From an optimization exercise on the open Yosys and OpenROAD flow, aimed at small area, a short achievable clock period and few clock cycles per item; shortcuts taken in it are not production practice. No run shown here included a check of the RTL's function; only the layout flow was run. Power and IR drop assume default switching activity.

### flow/design.v
package rsa_pkg;
    typedef logic [64-1:0] rsa_word_t;
    typedef struct packed {
        logic      mode;
        rsa_word_t msg;
        rsa_word_t exp;
        rsa_word_t modulus;
    } rsa_req_t;
    typedef struct packed {
        rsa_word_t x;
        rsa_word_t y;
    } mont_op_t;
endpackage
`timescale 1ns/1ps
module rsa_modexp (
    input  logic        clk,
    input  logic        rst_n,
    input  logic        start,
    input  logic        mode,
    input  logic [63:0] msg,
    input  logic [63:0] exp,
    input  logic [63:0] modulus,
    output logic [63:0] result,
    output logic        busy,
    output logic        done
);
    localparam int DPC = 2;                           
    localparam int D   = DPC * ((34 + DPC - 1) / DPC);  
    localparam int NC  = D / DPC + 1;                 
    localparam int W   = 66;                          
    localparam int WA  = 70;                          
    localparam int WP  = 67;                          
    localparam int XB  = 2 * DPC + 1;                 
    logic s_r2f;      
    logic s_idle, s_init, s_r2, s_r2fix, s_mul, s_cpa, s_fix1, s_fsub, s_ffix, s_done;
    logic o_conv, o_sq, o_mul, o_fc, o_m1;
    logic        mode_q;
    logic [7:0]  cnt;
    logic [5:0]  k;         
    logic [63:0] e_q;       
    logic [63:0] n_q;       
    logic [65:0] n3_q;      
    logic [W-1:0] c_q;      
    logic [64:0] m_q;       
    logic [WA-1:0] s_q;     
    logic [WA-1:0] k_q;     
    logic          cl_q;    
    logic [DPC-1:0] oc_q, tc_q, om_q, tm_q, o1_q, t1_q, ng_q;
    logic [WP:0]  c_x;      
    logic [WP:0]  m_x;
    assign c_x = {c_q[W-1], c_q, 1'b0};
    assign m_x = {2'b00, m_q, 1'b0};
    logic [DPC-1:0][WP-1:0] p_a;
    genvar j, i;
    generate
        for (j = 0; j < DPC; j++) begin : g_row
            for (i = 0; i < WP; i++) begin : g_bit
                logic mag;
                if (i == 0) begin : g_b0
                    assign mag = (oc_q[j] & c_x[1]) | (om_q[j] & m_x[1]) | o1_q[j];
                end else if (i == 1) begin : g_b1
                    assign mag = (oc_q[j] & c_x[2]) | (tc_q[j] & c_x[1])
                               | (om_q[j] & m_x[2]) | (tm_q[j] & m_x[1]) | t1_q[j];
                end else begin : g_bn
                    assign mag = (oc_q[j] & c_x[i+1]) | (tc_q[j] & c_x[i])
                               | (om_q[j] & m_x[i+1]) | (tm_q[j] & m_x[i]);
                end
                assign p_a[j][i] = mag ^ ng_q[j] ^ (i == WP - 1);
            end
        end
    endgenerate
    logic [3:0] ni_q;       
    logic [3:0] vq, qq;
    logic [3:0] v_g, v_p;
    assign v_g = s_q[3:0] & k_q[3:0];
    assign v_p = s_q[3:0] ^ k_q[3:0];
    assign vq[0] = v_p[0] ^ cl_q;
    assign vq[1] = v_p[1] ^ (v_g[0] | (v_p[0] & cl_q));
    assign vq[2] = v_p[2] ^ (v_g[1] | (v_p[1] & v_g[0]) | (v_p[1] & v_p[0] & cl_q));
    assign vq[3] = v_p[3] ^ (v_g[2] | (v_p[2] & v_g[1]) | (v_p[2] & v_p[1] & v_g[0])
                             | (v_p[2] & v_p[1] & v_p[0] & cl_q));
    logic q_b2a, q_b2b, q_c1, q_c2;
    assign q_c1  = vq[1] & ni_q[1] & vq[0];
    assign q_b2a = ni_q[1] & vq[1];
    assign q_b2b = ni_q[2] & vq[0];
    assign q_c2  = (vq[2] & q_b2a) ^ (vq[2] & q_b2b) ^ (vq[2] & q_c1)
                 ^ (q_b2a & q_b2b) ^ (q_b2a & q_c1) ^ (q_b2b & q_c1);
    assign qq[0] = vq[0];
    assign qq[1] = vq[1] ^ (ni_q[1] & vq[0]);
    assign qq[2] = vq[2] ^ q_b2a ^ q_b2b ^ q_c1;
    assign qq[3] = vq[3] ^ (ni_q[1] & vq[2]) ^ (ni_q[2] & vq[1]) ^ (ni_q[3] & vq[0]) ^ q_c2;
    localparam int WT = WA + 4;             
    logic [WT-1:0] r_s, r_c, r_p0, r_p1, r_q0, r_q1;
    logic [WT-1:0] l1_s, l1_c, l2_s, l2_c, l3_s, l3_c, l4_s, l4_c;
    logic [WT-1:0] l1_cs, l2_cs, l3_cs, l4_cs;
    assign r_s  = WT'(s_q);
    assign r_c  = WT'(k_q);
    assign r_p0 = WT'({1'b1, p_a[0], {4{ng_q[0]}}});
    assign r_p1 = WT'({p_a[1], {6{ng_q[1]}}});
    logic [1:0] q1h, q2h, q3h;    
    assign q1h = {qq[3:2] == 2'd1, qq[1:0] == 2'd1};
    assign q2h = {qq[3:2] == 2'd2, qq[1:0] == 2'd2};
    assign q3h = {qq[3:2] == 2'd3, qq[1:0] == 2'd3};
    assign r_q0 = WT'({1'b1, 3'b000, ({66{q1h[0]}} & {2'b00, n_q}) | ({66{q2h[0]}} & {1'b0, n_q, 1'b0})
                    | ({66{q3h[0]}} & n3_q)});
    assign r_q1 = WT'({({66{q1h[1]}} & {2'b00, n_q}) | ({66{q2h[1]}} & {1'b0, n_q, 1'b0})
                    | ({66{q3h[1]}} & n3_q), 2'b00});
    assign l1_s  = r_s ^ r_c ^ r_p0;
    assign l1_c  = (r_s & r_c) | (r_s & r_p0) | (r_c & r_p0);
    assign l1_cs = {l1_c[WT-2:0], ng_q[0]};
    assign l2_s  = l1_s ^ l1_cs ^ r_p1;
    assign l2_c  = (l1_s & l1_cs) | (l1_s & r_p1) | (l1_cs & r_p1);
    assign l2_cs = {l2_c[WT-2:0], cl_q};
    assign l3_s  = l2_s ^ l2_cs ^ r_q0;
    assign l3_c  = (l2_s & l2_cs) | (l2_s & r_q0) | (l2_cs & r_q0);
    assign l3_cs = {l3_c[WT-2:0], ng_q[1]};
    assign l4_s  = l3_s ^ l3_cs ^ r_q1;
    assign l4_c  = (l3_s & l3_cs) | (l3_s & r_q1) | (l3_cs & r_q1);
    assign l4_cs = {l4_c[WT-2:0], 1'b0};
    logic [WA-1:0] s_nx, k_nx;
    logic          cl_nx;
    assign s_nx  = l4_s[WT-1:4];
    assign k_nx  = l4_cs[WT-1:4];
    assign cl_nx = |{l4_s[3:0], l4_cs[3:0]};
    logic         c_neg;
    logic         add_inv, add_use_n;
    logic [W-1:0] add_a, add_b, add_s;
    logic         add_ci;
    logic n_idle, n_init, n_r2, n_r2fix, n_mul, n_cpa, n_fix1, n_fsub, n_ffix, n_done;
    logic c_neg_n;
    assign c_neg = c_q[W-1];
    logic sa_s, sa_n2, sa_c2, sa_c, sb_k, sb_n, sb_nn;
    assign add_a  = ({W{sa_s}}  & s_q[W-1:0]) | ({W{sa_n2}} & {1'b0, n_q, 1'b0})
                  | ({W{sa_c2}} & {c_q[W-2:0], 1'b0}) | ({W{sa_c}} & c_q);
    assign add_b  = ({W{sb_k}}  & k_q[W-1:0]) | ({W{sb_n}} & {2'b00, n_q})
                  | ({W{sb_nn}} & ~{2'b00, n_q});
    assign add_ci = (sa_s & cl_q) | add_inv;
    logic [W:0] add_w;
    assign add_w = {add_a, 1'b1} + {add_b, add_ci};
    assign add_s = add_w[W:1];
    logic exp0;       
    logic dr;         
    logic cv_done;    
    assign dr      = n_q[63];
    assign cv_done = (s_cpa && o_conv) || (s_r2fix && dr);
    logic mul_last;
    logic load_d;     
    logic o_conv_n, o_sq_n, o_mul_n, o_fc_n, o_m1_n;
    logic [XB-1:0] xb_n;
    assign exp0     = !mode_q && !e_q[63];
    assign mul_last = (cnt == 8'(NC));
    always_comb begin
        o_conv_n = o_conv; o_sq_n = o_sq; o_mul_n = o_mul;
        o_fc_n   = o_fc;   o_m1_n = o_m1;
        if (s_cpa || (s_r2fix && dr)) begin
            o_conv_n = 1'b0;
            o_sq_n   = 1'b0;
            o_mul_n  = 1'b0;
            o_fc_n   = 1'b0;
            o_m1_n   = 1'b0;
            if (cv_done) begin
                if (mode_q)          o_m1_n  = 1'b1;
                else if (k == 6'd0)  o_fc_n  = 1'b1;
                else                 o_sq_n  = 1'b1;
            end else if (o_sq) begin
                if (e_q[63])         o_mul_n = 1'b1;
                else if (k == 6'd1)  o_fc_n  = 1'b1;
                else                 o_sq_n  = 1'b1;
            end else if (o_mul) begin
                if (k == 6'd1)       o_fc_n  = 1'b1;
                else                 o_sq_n  = 1'b1;
            end
        end
    end
    localparam int CPW = 2 * DPC * NC + XB;
    logic [CPW-1:0] c_pad;
    assign c_pad  = {{(CPW-W-1){c_q[W-1]}}, c_q, 1'b0};
    assign load_d = s_r2fix || (s_cpa && (o_conv || o_sq || o_mul));
    always_comb begin
        if (load_d) xb_n = {add_s[XB-2:0], 1'b0};
        else        xb_n = c_pad[cnt[5:0] * (2 * DPC) +: XB];
    end
    logic [DPC-1:0] bd_one, bd_two, bd_neg;
    generate
        for (j = 0; j < DPC; j++) begin : g_bd
            assign bd_one[j] = xb_n[2*j+1] ^ xb_n[2*j];
            assign bd_two[j] = (xb_n[2*j+2] & !xb_n[2*j+1] & !xb_n[2*j])
                             | (!xb_n[2*j+2] & xb_n[2*j+1] & xb_n[2*j]);
            assign bd_neg[j] = xb_n[2*j+2];
        end
    endgenerate
    assign n_idle  = (s_idle && !start) || s_done;
    assign n_init  = s_idle && start;
    assign n_r2    = s_init || (s_r2 && cnt != 8'd0);
    assign n_r2fix = s_r2 && cnt == 8'd0;
    assign n_mul   = (s_r2fix && !exp0) || (s_mul && !mul_last)
                  || (s_cpa && (o_conv || o_sq || o_mul));
    assign n_cpa   = s_mul && mul_last;
    assign n_fix1  = s_cpa && (o_fc || o_m1);
    assign n_fsub  = s_fix1;
    assign n_ffix  = s_fsub;
    assign n_done  = s_ffix || (s_r2fix && exp0);
    assign c_neg_n = (s_init || (s_r2fix && exp0)) ? 1'b0 :
                     (s_r2 || s_r2fix || s_cpa || s_fix1 || s_fsub || s_ffix) ? add_s[W-1] :
                     c_neg;
    always_ff @(posedge clk) begin
        if (!rst_n) begin
            s_idle    <= 1'b1;
            s_init    <= 1'b0;
            s_r2      <= 1'b0;
            s_r2f     <= 1'b0;
            s_r2fix   <= 1'b0;
            s_mul     <= 1'b0;
            s_cpa     <= 1'b0;
            s_fix1    <= 1'b0;
            s_fsub    <= 1'b0;
            s_ffix    <= 1'b0;
            s_done    <= 1'b0;
            busy      <= 1'b0;
            add_inv   <= 1'b0;
            add_use_n <= 1'b0;
            sa_s      <= 1'b0;
            sa_n2     <= 1'b0;
            sa_c2     <= 1'b0;
            sa_c      <= 1'b1;
            sb_k      <= 1'b0;
            sb_n      <= 1'b0;
            sb_nn     <= 1'b0;
        end else begin
            s_idle    <= n_idle;
            s_init    <= n_init;
            s_r2      <= n_r2;
            s_r2f     <= s_init;
            s_r2fix   <= n_r2fix;
            s_mul     <= n_mul;
            s_cpa     <= n_cpa;
            s_fix1    <= n_fix1;
            s_fsub    <= n_fsub;
            s_ffix    <= n_ffix;
            s_done    <= n_done;
            busy      <= n_init || (busy && !s_done);
            add_inv   <= (n_r2 && !c_neg_n) || n_fsub;
            add_use_n <= n_r2 || n_fsub || ((n_r2fix || n_fix1 || n_ffix) && c_neg_n);
            sa_s      <= n_cpa;
            sa_n2     <= n_init;
            sa_c2     <= n_r2 && !(s_init && dr);
            sa_c      <= !n_cpa && !n_init && !(n_r2 && !(s_init && dr));
            sb_k      <= n_cpa;
            sb_n      <= n_init || (!((n_r2 && !c_neg_n) || n_fsub)
                                    && (n_r2 || n_fsub || ((n_r2fix || n_fix1 || n_ffix) && c_neg_n)));
            sb_nn     <= ((n_r2 && !c_neg_n) || n_fsub);
        end
    end
    assign done = s_done;
    always_ff @(posedge clk) begin
        if (s_idle) begin
            mode_q <= mode;
            n_q    <= modulus;
            e_q    <= exp;
            m_q    <= {1'b0, msg};
            k      <= 6'd63;
        end
        if (s_init) begin
            n3_q <= add_s;
            ni_q <= 4'(n_q[3:0] * n_q[3:0] * n_q[3:0] - 4'd2 * n_q[3:0]);
        end
        if (s_init) begin
            o_conv <= 1'b1;
            o_sq   <= 1'b0;
            o_mul  <= 1'b0;
            o_fc   <= 1'b0;
            o_m1   <= 1'b0;
        end else begin
            o_conv <= o_conv_n;
            o_sq   <= o_sq_n;
            o_mul  <= o_mul_n;
            o_fc   <= o_fc_n;
            o_m1   <= o_m1_n;
        end
        if (s_init)
            cnt <= dr ? 8'(2 * D) : 8'(2 * 2 * D - 1);
        else if (s_r2 && cnt != 8'd0)
            cnt <= cnt - 8'd1;
        else if (s_r2fix || s_cpa)
            cnt <= 8'd1;
        else if (s_mul)
            cnt <= cnt + 8'd1;
        if (s_r2 && !mode_q && !e_q[63] && k != 6'd0) begin
            e_q <= e_q << 1;
            k   <= k - 6'd1;
        end
        if (cv_done && !mode_q) begin
            e_q <= e_q << 1;
        end
        if (s_cpa) begin
            if (o_conv) begin
            end else if ((o_sq && !e_q[63]) || o_mul) begin
                e_q <= e_q << 1;
                k   <= k - 6'd1;
            end
        end
        if (cv_done)
            m_q <= mode_q ? {1'b0, e_q} : add_s[64:0];
        if (s_mul || load_d) begin
            oc_q <= bd_one & {DPC{o_sq_n}};
            tc_q <= bd_two & {DPC{o_sq_n}};
            om_q <= bd_one & {DPC{o_conv_n | o_mul_n | o_m1_n}};
            tm_q <= bd_two & {DPC{o_conv_n | o_mul_n | o_m1_n}};
            o1_q <= bd_one & {DPC{o_fc_n}};
            t1_q <= bd_two & {DPC{o_fc_n}};
            ng_q <= bd_neg;
        end
    end
    always_ff @(posedge clk) begin
        if (s_init || (s_r2fix && exp0))
            c_q <= (s_init && dr) ? {1'b0, m_q} : W'(1);
        else if (s_r2 || s_r2fix || s_cpa || s_fix1 || s_fsub || s_ffix)
            c_q <= add_s;
    end
    always_ff @(posedge clk) begin
        if (s_mul) begin
            s_q  <= s_nx;
            k_q  <= k_nx;
            cl_q <= cl_nx;
        end else begin
            s_q  <= {1'b1, 69'd0};
            k_q  <= '0;
            cl_q <= 1'b0;
        end
    end
    assign result = c_q[63:0];
endmodule
### flow/run.sh
#!/bin/bash
# synth_recipe.tcl (not shown) runs the flow's synth.tcl, then flattens the netlist and writes it again
# the make line also repeats each setting of config.mk as NAME=value (left out here)
make -C /OpenROAD-flow-scripts/flow DESIGN_CONFIG=/design/flow/config.mk WORK_HOME=/design/flow/orfs CLKGATE_MAP_FILE= SYNTH_SCRIPT=/design/flow/synth_recipe.tcl finish
### flow/constraint.sdc
create_clock -name core_clock -period 8.0 [get_ports {clk}]
set_input_delay 1.6000 -clock core_clock [delete_from_list [all_inputs] [get_ports {clk}]]
set_output_delay 1.6000 -clock core_clock [all_outputs]
set_load 0.01 [all_outputs]
### flow/config.mk
export PLATFORM = sky130hd
export DESIGN_NAME = rsa_modexp
export DESIGN_NICKNAME = rsa_modexp
export VERILOG_FILES = /design/flow/design.v
export SDC_FILE = /design/flow/constraint.sdc
export NUM_CORES = 4
export LEC_CHECK = 0
export CAP_MARGIN = 20
export CORE_MARGIN = 2
export CORE_UTILIZATION = 55
export SETUP_SLACK_MARGIN = 4.5
export SLEW_MARGIN = 20
export TNS_END_PERCENT = 10
==> results.txt, run 1 <==
Broken down by cell family, the worst path's largest delay share belongs to compound AO/OA/AOI/OAI gates. In the routed design, unresolved DRC markers number 0. The total count of max-transition violations in the final report came out at 0. The worst register-to-register path begins at add_inv. Across all setup checks in the final design, the least slack found is 3.79 ns. After clock tree synthesis, the flow added hold-fix buffers numbering 0.

The tree built by TritonCTS fans out to 518 sinks. The critical path crosses 16 cells after its start point. The top cell type's share of synthesized area was 21.7%. Clock-pin slew was measured on the worst setup and hold paths at 0.07 ns.

The cell depth of the worst hold path is 1. At the placement stage, the worst setup path has a slack of 2.43 ns. For this run the aggregate overflow at the end of global routing stands at 0.

In this run, CTS created clock tree buffers numbering 60. The count of buffers added on input and output ports is 261. The library cells used most frequently in the layout, excluding fill and tap cells, are sky130_fd_sc_hd__nand2_1, sky130_fd_sc_hd__inv_1, sky130_fd_sc_hd__edfxtp_1.

Setup violations remaining at the end of the flow were counted as 0. The async set-reset flop share out of synthesis was 0%; the total leakage power was 20.1 nW. The leading register cell type out of synthesis was sky130_fd_sc_hd__edfxtp_1.

The half-perimeter wire length after placement was 96600 microns; the mean instance size in the synthesized netlist was 9.79 sq um. STA classifies the critical path startpoint as a flip-flop. In the synthesized netlist, the number of instances is 4064. The finished cells cover 48600 sq um.

Yosys mapped the design onto 79 distinct sky130hd cell types. At the worst endpoint, the arrival time is 4.60 ns. Capture point of the critical path: m_q[63]. The final cell utilization of the core came out at 67.9%. For this design, the slowest cell found on the critical path is sky130_fd_sc_hd__or4_1.

Setup repair after global routing could not meet its margin everywhere. In the final routed layout, each cell accounts on average for 29.2 microns. The placeable core area was 71500 sq um. Static timing analysis puts the maximum clock frequency at 238 MHz.

The class of the worst hold path was flip-flop to flip-flop. The synthesis-to-finish area growth is 22.1%. For this design the top-level I/O count stands at 262. For this run, the total global-route usage over all layers was measured as 40.0%. The minimum hold slack came out at 0.482 ns. Clock period minus worst slack: 4.21 ns. The flow ran to the end and the layout has no timing, DRC or antenna violations. By area the synthesized netlist is led by sky130_fd_sc_hd__edfxtp_1, sky130_fd_sc_hd__fa_1, sky130_fd_sc_hd__dfxtp_1, sky130_fd_sc_hd__mux2i_1, sky130_fd_sc_hd__a22o_1.

The via count of the first global-routing pass was 34400; the fraction of final layout cells with drive strength greater than 1 was 14.4%. In this run the worst setup path begins at add_inv. The final critical-path share of the clock period was 52.6%. The die covers 74500 sq um.

For this design the ratio of total power to cell area is 196 nW/um^2. The register bit count reported by yosys was 518. The share of the yosys chip area belonging to registers is 33.3%. Along the worst path, the maximum fanout reaches 8. The largest stage delay on the critical path was 0.40 ns. The root buffer cell is sky130_fd_sc_hd__clkbuf_16. In this run the deepest clock path goes through 3 buffers.

The clock arrives with 0.0265 ns of skew. STA classifies the critical path endpoint as a flip-flop. The run gives 153000 microns as the wire length after detailed routing. TritonCTS built the clock tree.

Dividing the detail-routed via count by the number of cells gives 6.78. The tools report the pin count of the biggest net entering global routing as 89. Fill cells in the final layout number 5487.

For the pin with the worst max-slew slack, the measured transition is 1.14 ns. Measured in cells, the most critical reg-to-reg path has a length of 16. The worst reg2reg path endpoint is m_q[63]. The number of hold-slack violations in the final timing report came out at 0. After the last flow step, the layout net total stands at 4810. The post-route antenna net violation count came out at 0. The logs give 2 for the initial antenna violation count and 98 for the number of cell rows. The clock tree synthesis step divided the H-tree into 2 levels. Across the run, the number of max-cap violations was 0. The clock insertion delay at the later pin of the skew report is 0.65 ns, and the horizontal die dimension is 273 microns. Most common cell after layout, fill and taps aside: sky130_fd_sc_hd__nand2_1. The starting DRC count in detailed routing came out at 4722. In this run, synthesis inferred 287 flip-flops with an integrated enable. At the end of routability-driven placement, the weighted congestion stood at 0.970. STA puts the critical path data required time at 8.39 ns. The synthesized netlist occupies a cell area of 39800 sq um. Once the floorplan was initialized, standard cells occupied 55.6% of the core. The logs give 1 for the count of warnings emitted by yosys and 0.000180 V for the worst-case vdd ir drop. In this run the tightest slew margin relative to its limit is 24.3%. The minimum setup slack among reg-to-reg paths is 3.79 ns. The sum of buffers and inverters on the critical path is 3, and the post-synthesis net count is 4626. Of all cell types, the one taking the most synthesized area is sky130_fd_sc_hd__edfxtp_1. Traced cell by cell, the critical path runs through buf_12 -> nor2b_4 -> a221o_1 -> fa_2 -> a21o_1 -> a221oi_4 -> o21ai_2 -> a31oi_4 -> o41ai_4 -> buf_4 -> buf_12 -> a21boi_4 -> o22ai_4 -> a221o_1 -> or4_1 -> and3_1. The die is 273 microns tall. The worst setup path is of the flip-flop to flip-flop kind. The first detailed-routing pass ran for 8 iterations. Summing all placed instances gives a cell area of 42700 sq um. The first global-routing pass estimated 223000 microns of wire. The overall via count from detail_route was 35600; the accumulated negative setup slack was 0 ns.
==> synthesized netlist by cell type, types with 6 or more instances <==
cell type	count
sky130_fd_sc_hd__dfxtp_1	231
sky130_fd_sc_hd__nand3_1	43
sky130_fd_sc_hd__nor3_1	26
sky130_fd_sc_hd__a21oi_1	200
sky130_fd_sc_hd__o211ai_1	7
sky130_fd_sc_hd__inv_1	315
sky130_fd_sc_hd__clkbuf_1	244
sky130_fd_sc_hd__nand2_1	413
sky130_fd_sc_hd__a221o_1	69
sky130_fd_sc_hd__buf_4	64
sky130_fd_sc_hd__a22oi_1	130
sky130_fd_sc_hd__o21ai_0	172
sky130_fd_sc_hd__nand4_1	23
sky130_fd_sc_hd__a21o_1	50
sky130_fd_sc_hd__o2bb2ai_1	63
sky130_fd_sc_hd__or3_1	9
sky130_fd_sc_hd__ha_1	93
sky130_fd_sc_hd__nand2b_1	14
sky130_fd_sc_hd__mux4_2	21
sky130_fd_sc_hd__a31oi_1	69
sky130_fd_sc_hd__o21ai_1	6
sky130_fd_sc_hd__xnor2_1	178
sky130_fd_sc_hd__o21bai_1	15
sky130_fd_sc_hd__nor4_1	11
sky130_fd_sc_hd__nor2_1	93
sky130_fd_sc_hd__and3_1	22
sky130_fd_sc_hd__a22o_1	188
sky130_fd_sc_hd__buf_1	51
sky130_fd_sc_hd__buf_2	9
sky130_fd_sc_hd__and2_1	152
sky130_fd_sc_hd__a221oi_1	131
sky130_fd_sc_hd__edfxtp_1	287
sky130_fd_sc_hd__nor2b_1	74
sky130_fd_sc_hd__xor2_1	41
sky130_fd_sc_hd__mux2i_1	180
sky130_fd_sc_hd__fa_1	273
sky130_fd_sc_hd__a211oi_1	10
==> repair_timing <==
item / in CTS / in global routing
gates resized for setup: 196 / 177
cloned: 20 / 2
setup endpoints to repair: 505 / 355
pin swaps: 43 / 66
setup buffers: 75 / 81
==> worst min path at each step <==
stage	start	slack (ns)	end
6_report	busy	0.48	busy
5_1_grt	e_q[36]	0.51	e_q[37]
4_1_cts	e_q[36]	0.48	e_q[37]
3_5_place_dp	e_q[43]	0.47	e_q[44]
3_3_place_gp	busy	0.44	busy
2_1_floorplan	e_q[36]	0.44	e_q[37]
==> metal layers <==
layer	GRT usage (%)	vias up	share of wire [%]
li1	-	15000	-
met1	54.7	17600	39
met2	60.4	2525	44
met3	10.0	499	12
met4	17.3	2	5.0
met5	0	-	0.0085
==> final cells by class <==
cell class / count / area, sq um / area share (%)
clock inverters: 37 / 270 / 0.557
flip-flops and latches: 518 / 13300 / 27.3
clock buffers: 75 / 1700 / 3.50
inverters: 316 / 1190 / 2.46
well taps: 950 / 1190 / 2.45
repair buffers: 489 / 5360 / 11.0
diodes: 4 / 10.0 / 0.0206
multi-input cells: 2863 / 25500 / 52.6
==> power breakdown <==
group	switching (mW)	internal [mW]
combinational	1.75	1.37
sequential	0.424	3.12
clock	1.24	1.60
==> registers in the layout (all words and copies together), names as in the netlist, 2 cells and up <==
register,cells
tm_q,2
o1_q,2
ng_q,2
e_q,64
oc_q,2
t1_q,2
n_q,64
m_q,65
k,6
k_q,70
om_q,2
tc_q,2
c_q,66
s_q,70
ni_q,3
n3_q,66
cnt,8
==> metrics by stage <==
| stage | power [mW] | cells |
|---|---|---|
| 3_5_place_dp | 6.16 | 4957 |
| 3_3_place_gp | 6.10 | 4957 |
| 6_report | 9.49 | 5252 |
| 2_1_floorplan | 5.18 | 4064 |
| 5_1_grt | 9.81 | 5248 |
| 4_1_cts | 9.08 | 5164 |
==> worst reg2reg max path, stage by stage, from the launching register on <==
cell	delay (ns)
sky130_fd_sc_hd__dfxtp_4	0.39
sky130_fd_sc_hd__buf_12	0.16
sky130_fd_sc_hd__nor2b_4	0.12
sky130_fd_sc_hd__a221o_1	0.31
sky130_fd_sc_hd__fa_2	0.37
sky130_fd_sc_hd__a21o_1	0.23
sky130_fd_sc_hd__a221oi_4	0.31
sky130_fd_sc_hd__o21ai_2	0.13
sky130_fd_sc_hd__a31oi_4	0.25
sky130_fd_sc_hd__o41ai_4	0.11
sky130_fd_sc_hd__buf_4	0.18
sky130_fd_sc_hd__buf_12	0.13
sky130_fd_sc_hd__a21boi_4	0.25
sky130_fd_sc_hd__o22ai_4	0.12
sky130_fd_sc_hd__a221o_1	0.37
sky130_fd_sc_hd__or4_1	0.40
sky130_fd_sc_hd__and3_1	0.15
==> cell families after synthesis <==
group	Yosys count	share of synthesized area, %
adder cells (fa/ha/maj)	366	16.7
multiplexers	205	5.83
AO/OA/AOI/OAI	1170	21.4
AND/OR/NAND/NOR	901	10.9
buffers and inverters	684	7.09
flip-flops	518	33.3
XOR/XNOR	220	4.86
==> run 2, diff against run 1 <==
--- a/flow/design.v
+++ b/flow/design.v
@@ -123,20 +123,11 @@
     assign k_nx  = l4_cs[WT-1:4];
     assign cl_nx = |{l4_s[3:0], l4_cs[3:0]};
-    logic         c_neg;
-    logic         add_inv, add_use_n;
-    logic [W-1:0] add_a, add_b, add_s;
-    logic         add_ci;
+    logic [W-1:0] add_s;
+    logic         s_neg;      
     logic n_idle, n_init, n_r2, n_r2fix, n_mul, n_cpa, n_fix1, n_fsub, n_ffix, n_done;
-    logic c_neg_n;
-    assign c_neg = c_q[W-1];
-    logic sa_s, sa_n2, sa_c2, sa_c, sb_k, sb_n, sb_nn;
-    assign add_a  = ({W{sa_s}}  & s_q[W-1:0]) | ({W{sa_n2}} & {1'b0, n_q, 1'b0})
-                  | ({W{sa_c2}} & {c_q[W-2:0], 1'b0}) | ({W{sa_c}} & c_q);
-    assign add_b  = ({W{sb_k}}  & k_q[W-1:0]) | ({W{sb_n}} & {2'b00, n_q})
-                  | ({W{sb_nn}} & ~{2'b00, n_q});
-    assign add_ci = (sa_s & cl_q) | add_inv;
     logic [W:0] add_w;
-    assign add_w = {add_a, 1'b1} + {add_b, add_ci};
+    assign add_w = {s_q[W-1:0], 1'b1} + {k_q[W-1:0], cl_q};
     assign add_s = add_w[W:1];
+    assign s_neg = add_s[W-1];
     logic exp0;       
     logic dr;         
@@ -201,7 +192,4 @@
     assign n_ffix  = s_fsub;
     assign n_done  = s_ffix || (s_r2fix && exp0);
-    assign c_neg_n = (s_init || (s_r2fix && exp0)) ? 1'b0 :
-                     (s_r2 || s_r2fix || s_cpa || s_fix1 || s_fsub || s_ffix) ? add_s[W-1] :
-                     c_neg;
     always_ff @(posedge clk) begin
         if (!rst_n) begin
@@ -218,13 +206,4 @@
             s_done    <= 1'b0;
             busy      <= 1'b0;
-            add_inv   <= 1'b0;
-            add_use_n <= 1'b0;
-            sa_s      <= 1'b0;
-            sa_n2     <= 1'b0;
-            sa_c2     <= 1'b0;
-            sa_c      <= 1'b1;
-            sb_k      <= 1'b0;
-            sb_n      <= 1'b0;
-            sb_nn     <= 1'b0;
         end else begin
             s_idle    <= n_idle;
@@ -240,14 +219,4 @@
             s_done    <= n_done;
             busy      <= n_init || (busy && !s_done);
-            add_inv   <= (n_r2 && !c_neg_n) || n_fsub;
-            add_use_n <= n_r2 || n_fsub || ((n_r2fix || n_fix1 || n_ffix) && c_neg_n);
-            sa_s      <= n_cpa;
-            sa_n2     <= n_init;
-            sa_c2     <= n_r2 && !(s_init && dr);
-            sa_c      <= !n_cpa && !n_init && !(n_r2 && !(s_init && dr));
-            sb_k      <= n_cpa;
-            sb_n      <= n_init || (!((n_r2 && !c_neg_n) || n_fsub)
-                                    && (n_r2 || n_fsub || ((n_r2fix || n_fix1 || n_ffix) && c_neg_n)));
-            sb_nn     <= ((n_r2 && !c_neg_n) || n_fsub);
         end
     end
@@ -318,4 +287,6 @@
             c_q <= add_s;
     end
+    logic [W-1:0] n_ext;
+    assign n_ext = {2'b00, n_q};
     always_ff @(posedge clk) begin
         if (s_mul) begin
@@ -323,8 +294,28 @@
             k_q  <= k_nx;
             cl_q <= cl_nx;
-        end else begin
+        end else if (n_mul) begin
             s_q  <= {1'b1, 69'd0};
             k_q  <= '0;
             cl_q <= 1'b0;
+        end else if (s_idle) begin
+            s_q  <= WA'({modulus, 1'b0});
+            k_q  <= WA'(modulus);
+            cl_q <= 1'b0;
+        end else if (s_init) begin
+            s_q  <= dr ? WA'({1'b0, m_q}) : WA'(2);
+            k_q  <= WA'(~n_ext);
+            cl_q <= 1'b1;
+        end else if (s_r2 && n_r2) begin
+            s_q  <= WA'({add_s[W-2:0], 1'b0});
+            k_q  <= WA'(s_neg ? n_ext : ~n_ext);
+            cl_q <= !s_neg;
+        end else if (n_fsub) begin
+            s_q  <= WA'(add_s);
+            k_q  <= WA'(~n_ext);
+            cl_q <= 1'b1;
+        end else begin
+            s_q  <= WA'(add_s);
+            k_q  <= WA'(s_neg ? n_ext : '0);
+            cl_q <= 1'b0;
         end
     end
--- a/flow/config.mk
+++ b/flow/config.mk
@@ -6,4 +6,5 @@
 export NUM_CORES = 4
 export LEC_CHECK = 0
+export ABC_AREA = 1
 export CAP_MARGIN = 20
 export CORE_MARGIN = 2
==> results.txt, run 2 <==
The run finished with no timing, DRC or antenna violations. The sum of buffers and inverters on the critical path is 5. Global routing finished with a remaining overflow of 0. The die is 285 microns tall. The leading register cell type out of synthesis is sky130_fd_sc_hd__edfxtp_1. By area, the combinational part of the netlist is dominated by simple AND/OR/NAND/NOR gates. sky130_fd_sc_hd__nand2_1 is the most common cell in the netlist. For this run, the post-layout net count is 6444. For this design the ratio of total power to cell area is 353 nW/um^2. Setup repair after global routing could not meet its margin everywhere. In the synthesized netlist, the cells that appear most often are sky130_fd_sc_hd__nand2_1, sky130_fd_sc_hd__inv_1, sky130_fd_sc_hd__o21ai_0, sky130_fd_sc_hd__nand3_1, sky130_fd_sc_hd__nor2_1.

IR analysis of the VDD net gives a maximum drop of 0.000338 V. The largest total area in the synthesized netlist belongs to sky130_fd_sc_hd__edfxtp_1. Routability-driven placement finished with a final weighted congestion of 1.02. The via count of the first global-routing pass is 41900, and the data arrival time of the critical path is 4.52 ns.

The placed cell count was 6719; the placeable core area was 78600 sq um. The die covers 81300 sq um. The worst path uses 48.8% of the clock period.

After synthesis the netlist holds a flip-flop and latch count of 514. The signal on the critical path passes through clkinv_4 -> buf_12 -> clkbuf_16 -> o22ai_1 -> a221oi_1 -> xor2_1 -> fa_1 -> inv_1 -> fa_1 -> fa_1 -> inv_1 -> fa_1 -> nand2_1 -> nand2_1. The fmax was 256 MHz. The clock period minus worst slack works out to 3.91 ns.

The largest stage delay on the critical path works out to 0.50 ns. The element type at the critical path start is a flip-flop. Across every metal layer, demand over resource in global routing totals 46.4%. The clock passes through at most 3 buffers.

The initial antenna violation count is 14. Total count of max-transition violations in the final report: 0. Across the run, the number of max-cap violations was 0. The critical-path cell with the highest stage delay is sky130_fd_sc_hd__fa_1. After synthesis, the largest area contributor takes up 19.8% of total cell area. The horizontal die dimension was 285 microns. The synthesized-area fraction occupied by ao, oa, aoi and oai cells is 16.9%, and the post-synthesis net count is 6327. The count of clock tree sinks is 514. The number of fillers in the final layout was 6923; the cell area after placement was 46200 sq um. The root buffer cell is sky130_fd_sc_hd__clkbuf_16.

The tools report the endpoint type of the worst setup path as a flip-flop. The average wire per standard cell was 28.4 microns; the count of warnings emitted by yosys was 1. After synthesis the cells add up to 43500 sq um. The total leakage power came out at 23.3 nW.

Leaving out fill and tap cells, the most frequent cells in the layout are sky130_fd_sc_hd__nand2_1, sky130_fd_sc_hd__inv_1, sky130_fd_sc_hd__o21ai_0. On the final layout, the worst clock skew is 0.0274 ns. The accumulated negative setup slack is 0 ns. The number of distinct standard cells referenced by the synthesized netlist was 53.

Number of synthesized flops with an enable pin: 287. The number of non-filler instances in the completed layout came out at 6927. TritonCTS built the clock tree. For this block, the initial DRC count from the detailed router was 7112.

The final standard cell area without fillers was 50800 sq um; the minimum hold slack was 0.429 ns. The largest registers in the layout are k_q (70), s_q (70). Cells with a size suffix above 1 make up 7.93% of the layout. Most common cell after layout, fill and taps aside: sky130_fd_sc_hd__nand2_1. The floorplan has 103 rows. The critical path is of the flip-flop to flip-flop type.

The clock-pin slew on the worst setup and hold paths was 0.06 ns. For this run, design rule violations remaining after detail routing come to 0. The synthesized-area fraction occupied by adder cells was 17.0%. After detailed routing, the number of vias per cell comes to 6.40. The slew at the pin with the worst max-slew slack is 1.07 ns.

The worst hold path belongs to the class flip-flop to flip-flop. The HPWL after detailed placement is 133000 microns. The number of failing setup endpoints in the final timing report was 0; the post-synthesis simple-gate area fraction was 20.1%. From synthesis to final layout, the design area changed by 16.9%. The first global-routing pass estimated 278000 microns of wire. Entering global routing, the biggest net connects 98 pins.

The portion of synthesized area spent on multiplexers is 0%. The overall via count from detail_route is 44400, and the starting density of the core is 55.3%. A synthesized cell averages 7.62 sq um. Along the worst path, the maximum fanout reaches 8.

For the number of hold-slack violations in the final timing report, the log shows 0. Among cell families on the critical path, the largest total delay comes from adder cells. The design draws 18.0 mW. After Yosys synthesis, XOR and XNOR cells account for 3.74% of the synthesized area. For the worst setup path, the data required time is 8.61 ns. The number of instances in the synthesized netlist is 5705. The detail route stage leaves a number of antenna-violating nets equal to 0.

The clock insertion delay at the later pin of the skew report came out at 0.68 ns. For this run, the detailed router's first-pass iteration total came to 9. Counting stages on the worst path, the most repeated cell is sky130_fd_sc_hd__fa_1. By area the synthesized netlist is led by sky130_fd_sc_hd__edfxtp_1, sky130_fd_sc_hd__fa_1, sky130_fd_sc_hd__nand2_1, sky130_fd_sc_hd__dfxtp_1, sky130_fd_sc_hd__inv_1. In this run the count of I/O pins placed on the die edge is 262. For the number of clock buffers inserted by TritonCTS, the log shows 61. The worst slew slack as a fraction of its limit was 28.7%; the number of port buffers was 261.

CTS built an H-tree with a depth of 2. For this run, asynchronously set or reset flops after synthesis account for 0%. The logs give 197000 microns for the wire length after detailed routing and 30.3% for the share of the yosys chip area belonging to registers.
## run 2: changes by cell type after synthesis, moves of 126 or more
cell | before | now
sky130_fd_sc_hd__nand3_1 | 43 | 332
sky130_fd_sc_hd__and2_1 | 152 | 5
sky130_fd_sc_hd__nand2_1 | 413 | 1360
sky130_fd_sc_hd__o21ai_0 | 172 | 379
sky130_fd_sc_hd__o22ai_1 | 4 | 236
sky130_fd_sc_hd__inv_1 | 315 | 944
sky130_fd_sc_hd__xnor2_1 | 178 | 15
sky130_fd_sc_hd__mux2i_1 | 180 | 0
sky130_fd_sc_hd__nor2_1 | 93 | 314
sky130_fd_sc_hd__a22oi_1 | 130 | 4
## run 2: metal layers
metal / GRT usage, % / wire length (microns) / vias up
met5: 0.349 / 83 / -
met4: 24.1 / 13500 / 12
met3: 16.1 / 32400 / 874
met2: 65.9 / 78600 / 3774
met1: 62.3 / 72000 / 20600
li1: - / - / 19100
## run 2: cell families (layout without fill, tap and decap cells)
family,after synthesis,after routing
simple gates,2120,2128
buf+inv,1307,1469
compound gates,1156,1156
flops,514,514
fa+ha+maj,426,426
xor+xnor,182,182
other cells,0,2
## run 2: power by group
part           leakage (nW)  internal, mW  total, mW  switching (mW)
logic                  17.5          3.83       11.0            7.17
clock network          1.10          1.86       3.15            1.30
registers              4.69          3.32       3.79           0.477
## run 2: final timing paths
kind	from	to	slack, ns	cells after the start
max	oc_q[0]	s_q[41]	4.09	14
min	s_fsub	s_ffix	0.43	2
max reg2reg	oc_q[0]	s_q[41]	4.09	14
min reg2reg	s_fsub	s_ffix	0.43	2
## run 2: what timing repair did
item | in CTS | in global routing
hold buffers | 0 | 0
pin swaps | 24 | 22
resized for setup | 131 | 167
endpoints found under the setup margin | 196 | 194
buffers inserted | 48 | 17
gates cloned | 18 | 7
## run 2: tightest hold or removal path: cells and delay by family, from the launching register on
| family | cells | cell delay, ns |
|---|---|---|
| buf+inv | 1 | 0.03 |
| flops | 1 | 0.31 |
| simple gates | 1 | 0.05 |
## run 2: cell type report
type	instances	area [sq um]	share of cell area, %
Multi-Input combinational cell	3892	26100	51.4
Sequential cell	514	13200	26.0
Timing Repair Buffer	391	4200	8.26
Inverter	960	3700	7.28
Clock buffer	84	1900	3.73
Tap cell	1050	1310	2.59
Clock inverter	32	357	0.702
Timing Repair inverter	2	15.0	0.0296
Antenna cell	2	5.00	0.00985
## run 2: metrics by stage
step	setup slack (ns)	util, %
2_1_floorplan	4.15	-
3_3_place_gp	2.95	58.8
3_5_place_dp	2.85	58.8
4_1_cts	4.25	63.3
5_1_grt	4.04	64.6
6_report	4.09	64.6
==> run 3, diff against run 2 <==
--- a/flow/config.mk
+++ b/flow/config.mk
@@ -9,6 +9,6 @@
 export CAP_MARGIN = 20
 export CORE_MARGIN = 2
-export CORE_UTILIZATION = 55
-export SETUP_SLACK_MARGIN = 4.5
+export CORE_UTILIZATION = 50
+export SETUP_SLACK_MARGIN = 4.2
 export SLEW_MARGIN = 20
 export TNS_END_PERCENT = 10
==> results.txt, run 3 <==
For the number of clock buffers inserted by TritonCTS, the log shows 61. The via count of the first global-routing pass came out at 40600. Class of the worst hold path: flip-flop to flip-flop.

STA classifies the critical path endpoint as a flip-flop. Clock-pin slew was measured on the worst setup and hold paths at 0.06 ns. Dividing the detail-routed via count by the number of cells gives 6.19. The floorplan die area was 89300 sq um. The H-tree was split into 2 levels. Of the total power, combinational logic draws 59.7%. The worst setup skew after layout is 0.0397 ns. The startpoint of the lowest-slack hold path was s_fsub. The number of cells on the worst reg-to-reg path is 18. The number of cell rows came out at 108. Synthesis handed over a netlist of 5705 instances. For this run, the post-layout net count is 6409. The worst hold path terminates at s_ffix. In this run the tool buffered the top-level ports with 261 buffer cells. The pin count of the biggest net entering global routing was 89; the final standard cell area without fillers was 49900 sq um. After floorplanning, the core was sized to cover 86500 sq um.

The power per unit of standard cell area came out at 353 nW/um^2. Summed over all instances, the cell type with the most area after synthesis is sky130_fd_sc_hd__edfxtp_1. All-layer global routing usage: 42.0%. The tools report the cell area after placement as 46400 sq um. The root buffer cell is sky130_fd_sc_hd__clkbuf_16. The tools report the total power of the final layout as 17.6 mW. In this run the power spent charging and discharging nets is 8.76 mW.

The cell area that synthesis handed to floorplanning was 43500 sq um. The internal power of the cells totals 8.85 mW. The routed layout has 43300 vias. In this run the count of I/O pins placed on the die edge is 262.

By area the synthesized netlist is led by sky130_fd_sc_hd__edfxtp_1, sky130_fd_sc_hd__fa_1, sky130_fd_sc_hd__nand2_1, sky130_fd_sc_hd__dfxtp_1, sky130_fd_sc_hd__inv_1. The first-pass iteration count of the detailed router came out at 7. Counting flops with a built-in enable in the synthesized netlist gives 287.

The initial utilization of the core area, before any placement, comes to 50.3%. At the later pin of the worst-skew pair, clock insertion delay measures 0.70 ns. For the pin with the worst max-slew slack, the measured transition is 1.16 ns. The endpoint identified for the worst register-to-register timing path is cl_q. The run gives 30.3% as the share of the yosys chip area belonging to registers.

Setup slack on the worst reg-to-reg path comes out at 4.02 ns. Top cell type's share of synthesized area: 19.8%. The number of hold buffers added after CTS was 0. The run gives 6173 as the starting DRC count in detailed routing. STA classifies the critical path startpoint as a flip-flop. VDD sags by at most 0.000236 V. The mean instance size in the synthesized netlist was 7.62 sq um. STA puts the critical path data required time at 8.55 ns.

The longest clock path from root to sink contains 3 buffers. Post-synthesis net count: 6327. In the routed design, unresolved DRC markers number 0.

In the layout the commonest cells are sky130_fd_sc_hd__nand2_1, sky130_fd_sc_hd__inv_1, sky130_fd_sc_hd__o21ai_0. Leaving out fill and tap cells, the most frequent cell in the layout is sky130_fd_sc_hd__nand2_1. In this run the critical register-to-register path is launched from s_q[0].

The number of non-filler instances in the completed layout was 6997. The run gives 0 ns as the accumulated negative setup slack. At the end of routability-driven placement, the weighted congestion stood at 1.01. The analysis attributes to cell leakage a power of 23.0 nW. Of the total power, the clock network draws 18.9%. Counting distinct cell types in the post-synthesis netlist gives 53. The routed design could run at a clock period as short as 3.98 ns. The post-route antenna net violation count was 0.

The post-route netlist has 5.69% of its cells at a drive strength greater than 1. The logs give 1 for the count of warnings emitted by yosys and 8221 for the number of fillers in the final layout. Measured along the x axis, the die boundary spans 299 microns. The number of failing setup endpoints in the final timing report was 0; the final critical-path share of the clock period was 49.7%. The async set-reset flop share out of synthesis came out at 0%. The number of hold-slack violations in the final timing report is 0. By startpoint and endpoint, the worst setup path is classified as flip-flop to flip-flop.

For this run, the top clock speed supported by timing is 252 MHz. Placed cell count: 6823. The total count of max-transition violations in the final report came out at 0.

Setup repair after global routing could not meet its margin everywhere. For this run the aggregate overflow at the end of global routing stands at 0. The clock drives 514 sinks. TritonCTS built the clock tree. The half-perimeter wire length after placement is 135000 microns.

For the number of max-cap violations, the log shows 0. Relative to the synthesized area, the layout overhead comes to 14.7%. Dividing the detail-routed wire length by the instance count gives 27.9 microns.

The switching portion of total power was 49.8%. In the post-synthesis netlist, the cell with the most instances is sky130_fd_sc_hd__nand2_1. The first global-routing pass estimated 277000 microns of wire.

The worst pin sits at a relative slew slack of 22.8%. The most used flip-flop cell after synthesis is sky130_fd_sc_hd__edfxtp_1. The register bit count reported by yosys was 514. The flow ran to the end and the layout has no timing, DRC or antenna violations.

The initial antenna violation count came out at 6. In the final layout, the multi-input gates occupy 25500 sq um. The die height was 299 microns; the sequential cell area was 13200 sq um.

At the worst endpoint, the arrival time is 4.53 ns. By count the netlist is led by sky130_fd_sc_hd__nand2_1, sky130_fd_sc_hd__inv_1, sky130_fd_sc_hd__o21ai_0, sky130_fd_sc_hd__nand3_1, sky130_fd_sc_hd__nor2_1. In the final layout, the registers with the most flip-flops are k_q (70), s_q (70).

Along the worst path, the maximum fanout reaches 6. The tools report the portion of total power attributed to sequential cells as 21.5%. The cell depth of the worst hold path is 2, and the wire length after detailed routing is 195000 microns.
-- run 3: worst max-delay path: stages (launching register included) --
cell and delay (ns):
sky130_fd_sc_hd__dfxtp_4 0.36, sky130_fd_sc_hd__fa_2 0.40, sky130_fd_sc_hd__or2_0 0.21, sky130_fd_sc_hd__and2_4 0.19
sky130_fd_sc_hd__nand2_4 0.09, sky130_fd_sc_hd__xor2_4 0.17, sky130_fd_sc_hd__xor2_1 0.17, sky130_fd_sc_hd__nand2_1 0.09
sky130_fd_sc_hd__nand3b_1 0.25, sky130_fd_sc_hd__nand2_8 0.13, sky130_fd_sc_hd__nor2_4 0.12, sky130_fd_sc_hd__buf_8 0.13
sky130_fd_sc_hd__buf_16 0.13, sky130_fd_sc_hd__nand2_4 0.04, sky130_fd_sc_hd__nand2_2 0.07, sky130_fd_sc_hd__fa_1 0.41
sky130_fd_sc_hd__or4_4 0.49, sky130_fd_sc_hd__o41ai_2 0.28, sky130_fd_sc_hd__nand2_1 0.09
-- run 3: layout make-up --
type                    count  area share [%]
repair inverters            2          0.0276
inverters                 960            7.40
well taps                1155            2.90
clock inverters            49            1.54
multi-input cells        3890            51.2
repair buffers            358            7.30
clock buffers              66            3.16
diodes                      3          0.0151
flip-flops and latches    514            26.4
-- run 3: worst max-delay path by stage --
stage           start  endpoint  slack [ns]  cells after the start
3_5_place_dp     cl_q      cl_q        2.03                     17
4_1_cts        k_q[0]      cl_q        4.07                     15
6_report       s_q[0]      cl_q        4.02                     18
5_1_grt        s_q[0]      cl_q        3.89                     18
3_3_place_gp     cl_q      cl_q        2.16                     17
2_1_floorplan  s_idle    m_q[0]        3.46                      6
-- run 3: per-stage QoR --
step                      util, %  hold WS (ns)  setup WS (ns)
final                        57.7         0.432           4.02
after global routing         57.6         0.472           3.89
after CTS                    57.2         0.430           4.07
after detailed placement     53.6         0.421           2.03
after global placement       53.6         0.417           2.16
after floorplan                 -         0.407           3.46
-- run 3: cell families after synthesis --
group | synth area share [%]
AO/OA/AOI/OAI | 16.9
XOR/XNOR | 3.74
adder cells (fa/ha/maj) | 17.0
buffers and inverters | 12.1
flip-flops | 30.3
AND/OR/NAND/NOR | 20.1
-- run 3: power by group through the flow --
stage / clock network (mW) / registers (mW) / logic [mW]
floorplan: 0 / 3.58 / 6.49
global placement: 0 / 3.81 / 9.23
detailed placement: 0 / 3.80 / 9.34
CTS: 3.32 / 3.75 / 10.0
global route: 3.42 / 3.80 / 11.5
finish: 3.32 / 3.78 / 10.5
-- run 3: timing repair --
item                                   4_1_cts  5_1_grt
buffers inserted                            28       14
pin swaps                                    9       23
gates resized for setup                     75       56
endpoints found under the hold margin        0        0
gates cloned                                10        4
setup endpoints to repair                  142      136
-- run 3: routing by layer --
metal	share of wire [%]	track usage, %	vias to the layer above
li1	-	-	19000
met1	40	59.0	20600
met2	41	61.0	3148
met3	14	12.7	537
met4	4.8	15.7	6
met5	0.025	0.212	-

re-timing with driven ports:
In the flow no input, the clock included, has a driving cell. The finished layouts below were timed again as built, in two steps. Step 1, drivers: a clkbuf_16 drives clk and a buf_2 each remaining input, both assumed. Step 2 times the ports against the registers' clock, not the clock port: input delays grow and output delays shrink by t, the midpoint of the rising clock arrivals with the driver on. a / b / c = ideal ports / drivers / drivers and shift; a / b = the first two.
| run | shift t [ns] | setup slack, ns | worst setup path after step 2 |
|---|---|---|---|
| run 1 | 0.706 | 3.790 / 3.790 / 3.790 | register to register |
| run 2 | 0.740 | 4.095 / 4.095 / 4.095 | register to register |
| run 3 | 0.757 | 4.024 / 4.024 / 4.024 | register to register |
After both steps every run listed still meets setup and hold.
